Source: an optimization exercise on an open RTL-to-GDS flow (aim: small area). Production flows keep margins and buffers that such runs may drop. The RTL was checked by simulation tests, not by an equivalence proof against the original design. No activity file was given, so power comes from the tool's default toggle rates.

==> flow/design.v <==
module ddr4_fine_sweep #(
  parameter int LANES        = 16,
  parameter int DELAY_TAPS   = 64,
  parameter int COARSE_STEPS = 8,
  parameter int SPAN         = 32,
  parameter int SAMPLES      = 4,
  parameter int SETTLE       = 2,
  parameter int MIN_WIDTH    = 6,
  parameter int TIMEOUT      = 256
) (
  input  logic                                        clk,
  input  logic                                        rst,
  input  logic                                        fine_start,
  input  logic [$clog2(COARSE_STEPS)-1:0]             coarse_sel,
  input  logic [LANES-1:0]                            read_ok,
  input  logic                                        read_valid,
  output logic [$clog2(DELAY_TAPS)-1:0]               delay_tap,
  output logic                                        read_req,
  output logic                                        busy,
  output logic                                        fine_done,
  output logic                                        fine_failed,
  output logic [LANES-1:0]                            lane_valid,
  output logic [LANES*$clog2(DELAY_TAPS)-1:0]         best_start,
  output logic [LANES*$clog2(DELAY_TAPS)-1:0]         best_end,
  output logic [LANES*$clog2(DELAY_TAPS+1)-1:0]       best_width
);
  localparam int TAPW = $clog2(DELAY_TAPS);
  localparam int WW   = $clog2(DELAY_TAPS + 1);
  localparam int RW   = $clog2(SPAN + 1);       
  localparam logic [3:0] S_IDLE   = 4'd0;
  localparam logic [3:0] S_SETTLE = 4'd1;
  localparam logic [3:0] S_EVAL   = 4'd2;
  localparam logic [3:0] S_FINISH = 4'd3;
  localparam logic [3:0] S_REPORT = 4'd4;
  localparam logic [3:0] S_DONE   = 4'd6;   
  localparam logic [3:0] S_FAIL   = 4'd7;   
  logic [3:0]      r_state;
  logic [TAPW-1:0] r_tap;
  logic [1:0]      r_blk;     
  logic [7:0]      r_to;      
  logic [LANES-1:0] r_fail;    
  logic [LANES-1:0] r_open;    
  logic [RW-2:0]    r_rm [LANES];   
  logic [LANES-1:0] r_nz;      
  logic [RW-2:0]    r_bm [LANES];   
  logic [TAPW-1:0]  r_be [LANES];   
  wire st_idle   = (r_state == S_IDLE) | (r_state == S_DONE) | (r_state == S_FAIL);
  wire st_settle = (r_state == S_SETTLE);
  wire st_rwait  = r_state[3] & r_state[0];
  wire st_eval   = (r_state == S_EVAL);
  wire st_finish = (r_state == S_FINISH);
  wire st_report = (r_state == S_REPORT);
  wire w_start   = st_idle & fine_start;
  wire w_acc     = st_rwait & read_valid;
  wire w_tmo     = st_rwait & ~read_valid & (&r_to);
  wire w_last    = (&r_tap[2:0]) & ((&r_tap[5:3]) | (&r_blk));
  wire [TAPW-1:0] w_end = r_tap - {{(TAPW-1){1'b0}}, st_eval};
  logic [LANES-1:0] w_wide;
  for (genvar g = 0; g < LANES; g++) begin : g_wide
    assign w_wide[g] = r_nz[g] & (r_bm[g] >= (RW-1)'(MIN_WIDTH - 1));
  end
  always_ff @(posedge clk or posedge rst) begin
    if (rst) begin
      r_state  <= S_IDLE;
      r_tap    <= '0;
    end else begin
      case (r_state)
        S_IDLE, S_DONE, S_FAIL: begin
          if (fine_start) begin
            r_tap   <= {coarse_sel, 3'b000};
            r_state <= S_SETTLE;
          end else begin
            r_state <= S_IDLE;
          end
        end
        S_SETTLE: if (r_to[0]) r_state <= 4'b1000;
        S_EVAL: begin
          if (w_last) r_state <= S_FINISH;
          else begin
            r_tap   <= r_tap + 1'b1;
            r_state <= S_SETTLE;
          end
        end
        S_FINISH: r_state <= S_REPORT;
        S_REPORT: r_state <= (&w_wide) ? S_DONE : S_FAIL;
        default: begin
          if (~r_state[0])      r_state <= r_state | 4'b0001;
          else if (read_valid)  r_state <= (&r_state[2:1]) ? S_EVAL : {1'b1, r_state[2:1] + 2'd1, 1'b0};
          else if (&r_to)       r_state <= S_FAIL;
        end
      endcase
    end
  end
  always_ff @(posedge clk) begin
    r_to <= (st_settle | st_rwait) ? r_to + 1'b1 : 8'd0;
    r_blk <= ~st_idle ? ((st_eval & ~w_last & (&r_tap[2:0])) ? r_blk + 1'b1 : r_blk) : 2'd0;
  end
  wire w_clr      = w_start | w_tmo;          
  wire w_run_hold = ~st_eval & ~st_idle;       
  for (genvar g = 0; g < LANES; g++) begin : g_lane
    wire          w_pass = st_eval & ~r_fail[g];
    wire          w_gt   = r_open[g] & (~r_nz[g] | (r_rm[g] > r_bm[g]));
    wire          w_upd  = ((st_eval & r_fail[g]) | st_finish) & w_gt;
    wire          w_hold = ~w_upd & ~w_clr;
    wire [RW-1:0] w_bw   = r_bm[g] + 1'b1;
    always_ff @(posedge clk) begin
      r_fail[g] <= ~st_settle & (r_fail[g] | (w_acc & ~read_ok[g]));
      r_open[g] <= w_pass | (w_run_hold & r_open[g]);
      r_rm[g]   <= ({(RW-1){w_pass & r_open[g]}} & (r_rm[g] + 1'b1)) | ({(RW-1){w_run_hold}} & r_rm[g]);
    end
    always_ff @(posedge clk or posedge rst) begin
      if (rst) begin
        r_nz[g] <= 1'b0;
        r_bm[g] <= '0;
        r_be[g] <= '0;
      end else begin
        r_nz[g] <= w_upd | (w_hold & r_nz[g]);
        r_bm[g] <= ({(RW-1){w_upd}} & r_rm[g]) | ({(RW-1){w_hold}} & r_bm[g]);
        r_be[g] <= ({TAPW{w_upd}} & w_end) | ({TAPW{w_hold}} & r_be[g]);
      end
    end
    assign lane_valid[g]              = (st_idle | st_report) & w_wide[g];
    assign best_width[g*WW +: WW]     = WW'({w_bw[RW-1:1], r_nz[g] & ~r_bm[g][0]});
    assign best_end[g*TAPW +: TAPW]   = r_be[g];
    assign best_start[g*TAPW +: TAPW] = r_be[g] - TAPW'(r_bm[g]);
  end
  assign delay_tap   = r_tap;
  assign read_req    = r_state[3] & ~r_state[0];
  assign busy        = ~st_idle;
  assign fine_done   = (r_state == S_DONE);
  assign fine_failed = (r_state == S_FAIL);
endmodule
==> flow/config.mk <==
export PLATFORM = sky130hd
export DESIGN_NAME = ddr4_fine_sweep
export DESIGN_NICKNAME = ddr4_fine_sweep
export VERILOG_FILES = /design/flow/design.v
export SDC_FILE = /design/flow/constraint.sdc
export NUM_CORES = 4
export LEC_CHECK = 0
export CAP_MARGIN = 20
export CORE_MARGIN = 2
export CORE_UTILIZATION = 40
export SLEW_MARGIN = 20
==> flow/constraint.sdc <==
create_clock -name core_clock -period 5.0 [get_ports {clk}]
set_input_delay 1.0000 -clock core_clock [delete_from_list [all_inputs] [get_ports {clk}]]
set_output_delay 1.0000 -clock core_clock [all_outputs]
set_load 0.01 [all_outputs]
standard.sh (not shown) runs the stock make flow with config.mk's settings and CLKGATE_MAP_FILE= SYNTH_SCRIPT=/design/flow/synth_recipe.tcl, a recipe that flattens the netlist after the stock synthesis.
==> flow/flow/run.sh <==
#!/bin/bash
# Own layout flow: the standard ORFS flow with an area-oriented synthesis mapping, the
# smallest buffer on every port, and no dummy clock-tree loads. Each tool's output is logged.
set -euo pipefail
W=$(pwd)
F=$W/flow
bash standard.sh \
  SYNTH_SCRIPT=$F/synth.tcl \
  FLOW_ABC_SCRIPTS="$F/a1.abc $F/a2.abc $F/a3.abc" \
  BUFFER_PORTS_ARGS="-buffer_cell sky130_fd_sc_hd__buf_1" \
  CTS_ARGS="-sink_clustering_enable -repair_clock_nets -dont_use_dummy_load -buf_list sky130_fd_sc_hd__clkbuf_8 -sink_clustering_size 20 -sink_clustering_max_diameter 50" \
  SKIP_REPAIR_TIE_FANOUT=1 CORE_UTILIZATION=55 PLACE_DENSITY=0.65 \
  finish > $W/flow_make.log 2>&1
cp -r $W/orfs/logs $W/flow_logs 2>/dev/null || true
Other scripts of this flow, unchanged in this note and not shown: flow/flow/a1.abc, flow/flow/a2.abc, flow/flow/a3.abc, flow/flow/synth.tcl
Edit:
--- a/flow/design.v
+++ b/flow/design.v
@@ -27,26 +27,29 @@
   localparam int TAPW = $clog2(DELAY_TAPS);
   localparam int WW   = $clog2(DELAY_TAPS + 1);
   localparam int RW   = $clog2(SPAN + 1);       
-  localparam logic [3:0] S_IDLE   = 4'd0;
-  localparam logic [3:0] S_SETTLE = 4'd1;
-  localparam logic [3:0] S_EVAL   = 4'd2;
-  localparam logic [3:0] S_FINISH = 4'd3;
-  localparam logic [3:0] S_REPORT = 4'd4;
-  localparam logic [3:0] S_DONE   = 4'd6;   
-  localparam logic [3:0] S_FAIL   = 4'd7;   
-  logic [3:0]      r_state;
+  localparam logic [2:0] S_IDLE   = 3'd0;
+  localparam logic [2:0] S_SETTLE = 3'd1;
+  localparam logic [2:0] S_RREQ   = 3'd2;
+  localparam logic [2:0] S_RWAIT  = 3'd3;
+  localparam logic [2:0] S_EVAL   = 3'd4;
+  localparam logic [2:0] S_FINISH = 3'd5;
+  localparam logic [2:0] S_REPORT = 3'd6;
+  logic [2:0]      r_state;
   logic [TAPW-1:0] r_tap;
   logic [1:0]      r_blk;     
   logic [7:0]      r_to;      
+  logic [1:0]      r_smp;     
+  logic            r_done;
+  logic            r_failed;
   logic [LANES-1:0] r_fail;    
   logic [LANES-1:0] r_open;    
   logic [RW-2:0]    r_rm [LANES];   
   logic [LANES-1:0] r_nz;      
   logic [RW-2:0]    r_bm [LANES];   
   logic [TAPW-1:0]  r_be [LANES];   
-  wire st_idle   = (r_state == S_IDLE) | (r_state == S_DONE) | (r_state == S_FAIL);
+  wire st_idle   = (r_state == S_IDLE);
   wire st_settle = (r_state == S_SETTLE);
-  wire st_rwait  = r_state[3] & r_state[0];
+  wire st_rwait  = (r_state == S_RWAIT);
   wire st_eval   = (r_state == S_EVAL);
   wire st_finish = (r_state == S_FINISH);
   wire st_report = (r_state == S_REPORT);
@@ -63,17 +66,22 @@
     if (rst) begin
       r_state  <= S_IDLE;
       r_tap    <= '0;
+      r_done   <= 1'b0;
+      r_failed <= 1'b0;
     end else begin
+      r_done   <= st_report & (&w_wide);
+      r_failed <= (st_report & ~&w_wide) | w_tmo;
       case (r_state)
-        S_IDLE, S_DONE, S_FAIL: begin
-          if (fine_start) begin
-            r_tap   <= {coarse_sel, 3'b000};
-            r_state <= S_SETTLE;
-          end else begin
-            r_state <= S_IDLE;
-          end
+        S_IDLE: if (fine_start) begin
+          r_tap   <= {coarse_sel, 3'b000};
+          r_state <= S_SETTLE;
         end
-        S_SETTLE: if (r_to[0]) r_state <= 4'b1000;
+        S_SETTLE: if (r_to[0]) r_state <= S_RREQ;
+        S_RREQ:   r_state <= S_RWAIT;
+        S_RWAIT: begin
+          if (read_valid)  r_state <= (&r_smp) ? S_EVAL : S_RREQ;
+          else if (&r_to)  r_state <= S_IDLE;
+        end
         S_EVAL: begin
           if (w_last) r_state <= S_FINISH;
           else begin
@@ -82,17 +90,13 @@
           end
         end
         S_FINISH: r_state <= S_REPORT;
-        S_REPORT: r_state <= (&w_wide) ? S_DONE : S_FAIL;
-        default: begin
-          if (~r_state[0])      r_state <= r_state | 4'b0001;
-          else if (read_valid)  r_state <= (&r_state[2:1]) ? S_EVAL : {1'b1, r_state[2:1] + 2'd1, 1'b0};
-          else if (&r_to)       r_state <= S_FAIL;
-        end
+        default:  r_state <= S_IDLE;
       endcase
     end
   end
   always_ff @(posedge clk) begin
     r_to <= (st_settle | st_rwait) ? r_to + 1'b1 : 8'd0;
+    r_smp <= ~st_settle ? (w_acc ? r_smp + 1'b1 : r_smp) : 2'd0;
     r_blk <= ~st_idle ? ((st_eval & ~w_last & (&r_tap[2:0])) ? r_blk + 1'b1 : r_blk) : 2'd0;
   end
   wire w_clr      = w_start | w_tmo;          
@@ -125,8 +129,8 @@
     assign best_start[g*TAPW +: TAPW] = r_be[g] - TAPW'(r_bm[g]);
   end
   assign delay_tap   = r_tap;
-  assign read_req    = r_state[3] & ~r_state[0];
+  assign read_req    = (r_state == S_RREQ);
   assign busy        = ~st_idle;
-  assign fine_done   = (r_state == S_DONE);
-  assign fine_failed = (r_state == S_FAIL);
+  assign fine_done   = r_done;
+  assign fine_failed = r_failed;
 endmodule
The new run ran to the end with no violations. Setup slack improved by 0.087 ns. Power goes down by about 40%. Wire length goes up by about 0.64%. Die area hardly moves. Via count goes up by 0.81%. Worst hold slack got worse by 0.012 ns. Global-route usage goes down by 0.18 points. Design area is about the same. Sequential power goes down by 25%. Sequential share of layout area goes up by 0.25 points. Clock-buffer cell count goes up by 2. Register-to-register slack improved by 0.15 ns. Critical path depth goes down by 6.

-- re-timing with driven ports --
How much do the figures lean on ideal ports? The routed layouts below were timed once more, with nothing changed but the port constraints.
Step 1 (the two cells are an assumption about what drives the block):
set clk [get_ports {clk}]
set_driving_cell -lib_cell sky130_fd_sc_hd__clkbuf_16 $clk
set_driving_cell -lib_cell sky130_fd_sc_hd__buf_2 [delete_from_list [all_inputs] $clk]
Step 2 times the ports against the registers' clock, not the clock port: input delays grow and output delays shrink by t, the midpoint of the rising clock arrivals with the driver on.
Three values: ideal ports, drivers, drivers and shift; two values: the first two.
run	t, ns	setup WS [ns]	clock arrival spread, ns	slew at the worst register clock pin (ns)	worst data-port slew with drivers (ns)
the first run	0.582	0.973 / 0.924 / 1.506	0.056 / 0.056	0.10 / 0.10	0.07
the second run	0.587	1.059 / 1.008 / 1.595	0.059 / 0.059	0.10 / 0.10	0.06
After both steps setup and hold are still met in every run listed.
